Source: an optimization exercise on an open RTL-to-GDS flow (aim: small area, a short achievable clock period and few clock cycles per item). Production flows keep margins and buffers that such runs may drop.
The RTL was checked by simulation tests, not by an equivalence proof against the original design.

==> branch umber <==
==> flow/design.v <==
`timescale 1ns / 1ps
package fwrt_pkg;
  localparam int CMD_W    = 2;
  localparam int ADDR_W   = 32;
  localparam int PORT_W   = 16;
  localparam int STATUS_W = 3;
  localparam int COUNT_W  = 7;
  localparam int RULE_W   = 2*ADDR_W + 2*PORT_W;
  localparam int RINGS    = 16;
  localparam logic [CMD_W-1:0] CMD_ADD    = 2'd0;
  localparam logic [CMD_W-1:0] CMD_DELETE = 2'd1;
  localparam logic [CMD_W-1:0] CMD_CHECK  = 2'd2;
  localparam logic [STATUS_W-1:0] ST_ADDED    = 3'd0;
  localparam logic [STATUS_W-1:0] ST_FULL     = 3'd1;
  localparam logic [STATUS_W-1:0] ST_DELETED  = 3'd2;
  localparam logic [STATUS_W-1:0] ST_NOTFOUND = 3'd3;
  localparam logic [STATUS_W-1:0] ST_ACCEPTED = 3'd4;
  localparam logic [STATUS_W-1:0] ST_REJECTED = 3'd5;
  localparam logic [STATUS_W-1:0] ST_INVALID  = 3'd6;
  typedef struct packed {
    logic [ADDR_W-1:0] addr_low;
    logic [ADDR_W-1:0] addr_high;
    logic [PORT_W-1:0] port_low;
    logic [PORT_W-1:0] port_high;
  } rule_t;
  typedef struct packed {
    logic  valid;
    rule_t rule;
  } entry_t;
  typedef struct packed {
    logic hit;
    logic slot_valid;
  } match_t;
endpackage
`timescale 1ns / 1ps
import fwrt_pkg::*;
module fwrt_ram #(
  parameter int RINGS = 8,
  parameter int LEN   = 8
) (
  input  logic                              clk,
  input  logic                              rst_n,
  input  logic [RINGS-1:0]                  ins_en,
  input  logic                              ins_valid,
  input  logic [RULE_W-1:0]                 wdata,
  input  logic [RINGS*LEN-1:0]              del_en,
  output logic [RINGS*LEN-1:0]              valid,
  output logic [RINGS*LEN-1:0][RULE_W-1:0]  rules,
  output logic [RINGS-1:0]                  head_free
);
  for (genvar r = 0; r < RINGS; r++) begin : g_ring
    localparam int B = r * LEN;
    assign head_free[r] = !valid[B];
    for (genvar p = 0; p < LEN - 1; p++) begin : g_slot
      always_ff @(posedge clk) begin
        if (!rst_n) valid[B+p] <= 1'b0;
        else        valid[B+p] <= valid[B+p+1] && !del_en[B+p+1];
        rules[B+p] <= rules[B+p+1];
      end
    end
    always_ff @(posedge clk) begin
      if (!rst_n)         valid[B+LEN-1] <= 1'b0;
      else if (ins_en[r]) valid[B+LEN-1] <= ins_valid;
      else                valid[B+LEN-1] <= valid[B] && !del_en[B];
      rules[B+LEN-1] <= ins_en[r] ? wdata : rules[B];
    end
  end
endmodule
`timescale 1ns / 1ps
import fwrt_pkg::*;
module fwrt_cmp #(
  parameter int W = 32
) (
  input  logic [W-1:0] a_n,
  input  logic [W-1:0] b,
  output logic         lt,
  output logic         eq
);
  logic [2*W-2:0] l, e;
  for (genvar k = 0; k < W; k++) begin : g_leaf
    assign l[W-1+k] = a_n[k] & b[k];
    assign e[W-1+k] = a_n[k] ^ b[k];
  end
  for (genvar j = 0; j < W - 1; j++) begin : g_node
    assign l[j] = l[2*j+2] | (e[2*j+2] & l[2*j+1]);
    assign e[j] = e[2*j+2] & e[2*j+1];
  end
  assign lt = l[0];
  assign eq = e[0];
endmodule
module fwrt_match
(
  input  fwrt_pkg::rule_t item_n,
  input  fwrt_pkg::rule_t rule,
  output logic            covers,
  output logic            exact
);
  logic xa_lt, xa_eq, ya_lt, ya_eq, xp_lt, xp_eq, yp_lt, yp_eq;
  fwrt_cmp #(.W(ADDR_W)) u_xa (.a_n(item_n.addr_low),  .b(rule.addr_low),
                               .lt(xa_lt), .eq(xa_eq));
  fwrt_cmp #(.W(ADDR_W)) u_ya (.a_n(item_n.addr_high), .b(rule.addr_high),
                               .lt(ya_lt), .eq(ya_eq));
  fwrt_cmp #(.W(PORT_W)) u_xp (.a_n(item_n.port_low),  .b(rule.port_low),
                               .lt(xp_lt), .eq(xp_eq));
  fwrt_cmp #(.W(PORT_W)) u_yp (.a_n(item_n.port_high), .b(rule.port_high),
                               .lt(yp_lt), .eq(yp_eq));
  assign covers = !xa_lt && (ya_lt || ya_eq) && !xp_lt && (yp_lt || yp_eq);
  assign exact  = xa_eq && ya_eq && xp_eq && yp_eq;
endmodule
`timescale 1ns / 1ps
import fwrt_pkg::*;
module firewall_rule_table
#(
  parameter int RULE_SLOTS = 64
) (
  input  logic                          clk,
  input  logic                          rst_n,
  input  logic                          in_valid,
  output logic                          in_ready,
  input  logic [fwrt_pkg::CMD_W-1:0]    in_cmd,
  input  logic [fwrt_pkg::ADDR_W-1:0]   in_addr_low,
  input  logic [fwrt_pkg::ADDR_W-1:0]   in_addr_high,
  input  logic [fwrt_pkg::PORT_W-1:0]   in_port_low,
  input  logic [fwrt_pkg::PORT_W-1:0]   in_port_high,
  output logic                          out_valid,
  input  logic                          out_ready,
  output logic [fwrt_pkg::STATUS_W-1:0] out_status,
  output logic [fwrt_pkg::COUNT_W-1:0]  out_rule_count
);
  localparam int N = RULE_SLOTS;
  localparam int M = RINGS;
  localparam int L = RULE_SLOTS / RINGS;
  logic             a_v_r;
  logic [CMD_W-1:0] a_cmd_r;
  fwrt_pkg::rule_t  a_item_n_r;
  fwrt_pkg::rule_t  a_item;
  logic             is_check;
  logic             pb_v_r;
  fwrt_pkg::rule_t  pb_rule_r;
  logic [COUNT_W-1:0] total_r, total_nxt;
  logic                out_v_r;
  logic [STATUS_W-1:0] out_status_r;
  logic [COUNT_W-1:0]  out_count_r;
  logic                skid_v_r;
  logic [STATUS_W-1:0] skid_status_r;
  logic [COUNT_W-1:0]  skid_count_r;
  logic [N-1:0]             valid;
  logic [N-1:0][RULE_W-1:0] rules;
  logic [M-1:0]             head_free, ins_first, ins_en;
  logic [N-1:0]             covers, exact;
  logic [N-1:0]             covers_v, del_hit;
  logic [N-1:0]             del_first, del_en;
  logic                     pb_covers, pb_exact, pb_del_hit;
  logic ins_any, ins_item, ins_valid;
  fwrt_pkg::rule_t wdata;
  logic commit, stall, drain, reversed, hit_any, found, full;
  logic do_add, do_del, del_pb;
  logic [STATUS_W-1:0] res_status;
  logic in_fire;
  fwrt_ram #(.RINGS(M), .LEN(L)) u_ram (
    .clk      (clk),
    .rst_n    (rst_n),
    .ins_en   (ins_en),
    .ins_valid(ins_valid),
    .wdata    (wdata),
    .del_en   (del_en),
    .valid    (valid),
    .rules    (rules),
    .head_free(head_free)
  );
  for (genvar i = 0; i < N; i++) begin : g_cmp
    fwrt_match u_match (
      .item_n(a_item_n_r),
      .rule  (rules[i]),
      .covers(covers[i]),
      .exact (exact[i])
    );
  end
  fwrt_match u_match_pb (
    .item_n(a_item_n_r),
    .rule  (pb_rule_r),
    .covers(pb_covers),
    .exact (pb_exact)
  );
  function automatic logic [N-1:0] first_one(input logic [N-1:0] v);
    logic [N-1:0] seen;
    seen = v;
    for (int s = 1; s < N; s = s * 2) begin
      seen = seen | (seen << s);
    end
    first_one = v & ~(seen << 1);
  endfunction
  function automatic logic [M-1:0] first_one_m(input logic [M-1:0] v);
    logic [M-1:0] seen;
    seen = v;
    for (int s = 1; s < M; s = s * 2) begin
      seen = seen | (seen << s);
    end
    first_one_m = v & ~(seen << 1);
  endfunction
  assign covers_v   = covers & valid;
  assign del_hit    = exact & valid;
  assign pb_del_hit = pb_exact && pb_v_r;
  assign del_first  = first_one(del_hit);
  assign hit_any  = (|covers_v) || (pb_covers && pb_v_r);
  assign found    = (|del_hit) || pb_del_hit;
  assign full     = total_r[COUNT_W-1];
  assign a_item   = ~a_item_n_r;
  assign reversed = (a_item.addr_low > a_item.addr_high) ||
                    (a_item.port_low > a_item.port_high);
  assign ins_first = first_one_m(head_free);
  assign ins_any   = |head_free;
  assign ins_item  = commit && (a_cmd_r == CMD_ADD) && !pb_v_r;
  assign ins_en    = (pb_v_r || ins_item) ? ins_first : '0;
  assign ins_valid = pb_v_r ? !del_pb : do_add;
  assign wdata     = pb_v_r ? pb_rule_r : a_item;
  assign drain     = pb_v_r && ins_any;
  assign stall  = (a_cmd_r == CMD_ADD) && pb_v_r && !ins_any;
  assign commit = a_v_r && !skid_v_r && !stall;
  assign do_add = commit && (a_cmd_r == CMD_ADD) && !reversed && !full;
  assign do_del = commit && (a_cmd_r == CMD_DELETE) && !reversed && found;
  assign del_pb = do_del && pb_del_hit;
  assign del_en = (do_del && !pb_del_hit) ? del_first : '0;
  always_comb begin
    total_nxt = total_r;
    case (a_cmd_r)
      CMD_ADD: begin
        if (reversed)  res_status = ST_INVALID;
        else if (full) res_status = ST_FULL;
        else begin
          res_status = ST_ADDED;
          total_nxt  = total_r + 1'b1;
        end
      end
      CMD_DELETE: begin
        if (reversed) res_status = ST_INVALID;
        else if (found) begin
          res_status = ST_DELETED;
          total_nxt  = total_r - 1'b1;
        end else res_status = ST_NOTFOUND;
      end
      CMD_CHECK: res_status = hit_any ? ST_ACCEPTED : ST_REJECTED;
      default:   res_status = ST_INVALID;
    endcase
  end
  assign in_ready = !a_v_r || (!skid_v_r && !stall);
  assign in_fire  = in_valid && in_ready;
  assign is_check = (in_cmd == CMD_CHECK);
  assign out_valid      = out_v_r;
  assign out_status     = out_status_r;
  assign out_rule_count = out_count_r;
  always_ff @(posedge clk) begin
    if (in_ready) begin
      a_cmd_r            <= in_cmd;
      a_item_n_r.addr_low  <= ~in_addr_low;
      a_item_n_r.addr_high <= ~(is_check ? in_addr_low : in_addr_high);
      a_item_n_r.port_low  <= ~in_port_low;
      a_item_n_r.port_high <= ~(is_check ? in_port_low : in_port_high);
    end
    if (do_add && (pb_v_r || !ins_any)) begin
      pb_rule_r <= a_item;
    end
  end
  always_ff @(posedge clk) begin
    if (!rst_n) begin
      a_v_r    <= 1'b0;
      pb_v_r   <= 1'b0;
      total_r  <= '0;
      out_v_r  <= 1'b0;
      skid_v_r <= 1'b0;
    end else begin
      a_v_r  <= in_fire || (a_v_r && !commit);
      pb_v_r <= (do_add && (pb_v_r || !ins_any)) || (pb_v_r && !drain && !del_pb);
      if (commit) total_r <= total_nxt;
      if (!out_v_r || out_ready) begin
        out_v_r  <= skid_v_r || commit;
        skid_v_r <= 1'b0;
      end else if (commit) begin
        skid_v_r <= 1'b1;
      end
    end
  end
  always_ff @(posedge clk) begin
    if (!out_v_r || out_ready) begin
      out_status_r <= skid_v_r ? skid_status_r : res_status;
      out_count_r  <= skid_v_r ? skid_count_r  : total_nxt;
    end
    if (commit) begin
      skid_status_r <= res_status;
      skid_count_r  <= total_nxt;
    end
  end
endmodule
==> flow/run.sh <==
#!/bin/bash
# synth_recipe.tcl (not shown) runs the flow's synth.tcl, then flattens the netlist and writes it again
# the make line also repeats each setting of config.mk as NAME=value (left out here)
make -C /OpenROAD-flow-scripts/flow DESIGN_CONFIG=/design/flow/config.mk WORK_HOME=/design/flow/orfs CLKGATE_MAP_FILE= SYNTH_SCRIPT=/design/flow/synth_recipe.tcl finish
==> flow/config.mk <==
export PLATFORM = sky130hd
export DESIGN_NAME = firewall_rule_table
export DESIGN_NICKNAME = firewall_rule_table
export VERILOG_FILES = /design/flow/design.v
export SDC_FILE = /design/flow/constraint.sdc
export NUM_CORES = 4
export LEC_CHECK = 0
export CAP_MARGIN = 35
export CORE_MARGIN = 2
export CORE_UTILIZATION = 40
export PLACE_DENSITY = 0.6
export SETUP_SLACK_MARGIN = 5
export SLEW_MARGIN = 30
export SYNTH_MEMORY_MAX_BITS = 8192
==> flow/constraint.sdc <==
create_clock -name core_clock -period 10.0 [get_ports {clk}]
set_input_delay 2.0000 -clock core_clock [delete_from_list [all_inputs] [get_ports {clk}]]
set_output_delay 2.0000 -clock core_clock [all_outputs]
set_load 0.01 [all_outputs]
==> branch amber: changes against branch umber <==
Settings changed: CAP_MARGIN 35 to 20, SETUP_SLACK_MARGIN 5 to not set, SLEW_MARGIN 30 to 20.
==> comparison <==
- In branch amber the critical path depth is higher than in branch umber, by 1.
- Of branch umber and branch amber, branch umber has the higher core utilization (gap 0.78 points).
- Branch umber went through all stages and came out clean. Branch amber reached the layout checks and failed them: antenna rules.
- Against branch umber, the first-iteration DRC count of branch amber is larger by 0.33%.
- In clock skew, branch amber and branch umber hardly differ.
Testbench counts of branch umber, summed over its fixed seeds: cycles 10,088, items 9,832.
Testbench counts of branch amber, summed over its fixed seeds: cycles 10,088, items 9,832.

port drivers added, routing unchanged:
The results above use ideal ports. As a check the final layouts listed here were re-extracted and re-timed, cells and wires unchanged. Step 1 sets driving cells, clkbuf_16 on the clock port and buf_2 on the other inputs (assumed; they add their load-dependent delay and slew). Step 2 also shifts input and output timing later by t, the mid clock arrival at the registers, as if the neighbouring blocks saw the same clock. Slacks: ideal ports / drivers / drivers and shift; pairs: ideal ports / drivers.
| run | t, ns | setup slack, ns | worst setup path after step 2 | latest minus earliest clock arrival (ns) | slew at the worst register clock pin (ns) |
|---|---|---|---|---|---|
| branch umber | 1.296 | 4.731 / 4.684 / 4.731 | register to register | 0.103 / 0.103 | 0.07 / 0.07 |
| branch amber | 1.272 | 2.659 / 2.659 / 2.659 | register to register | 0.098 / 0.098 | 0.07 / 0.07 |
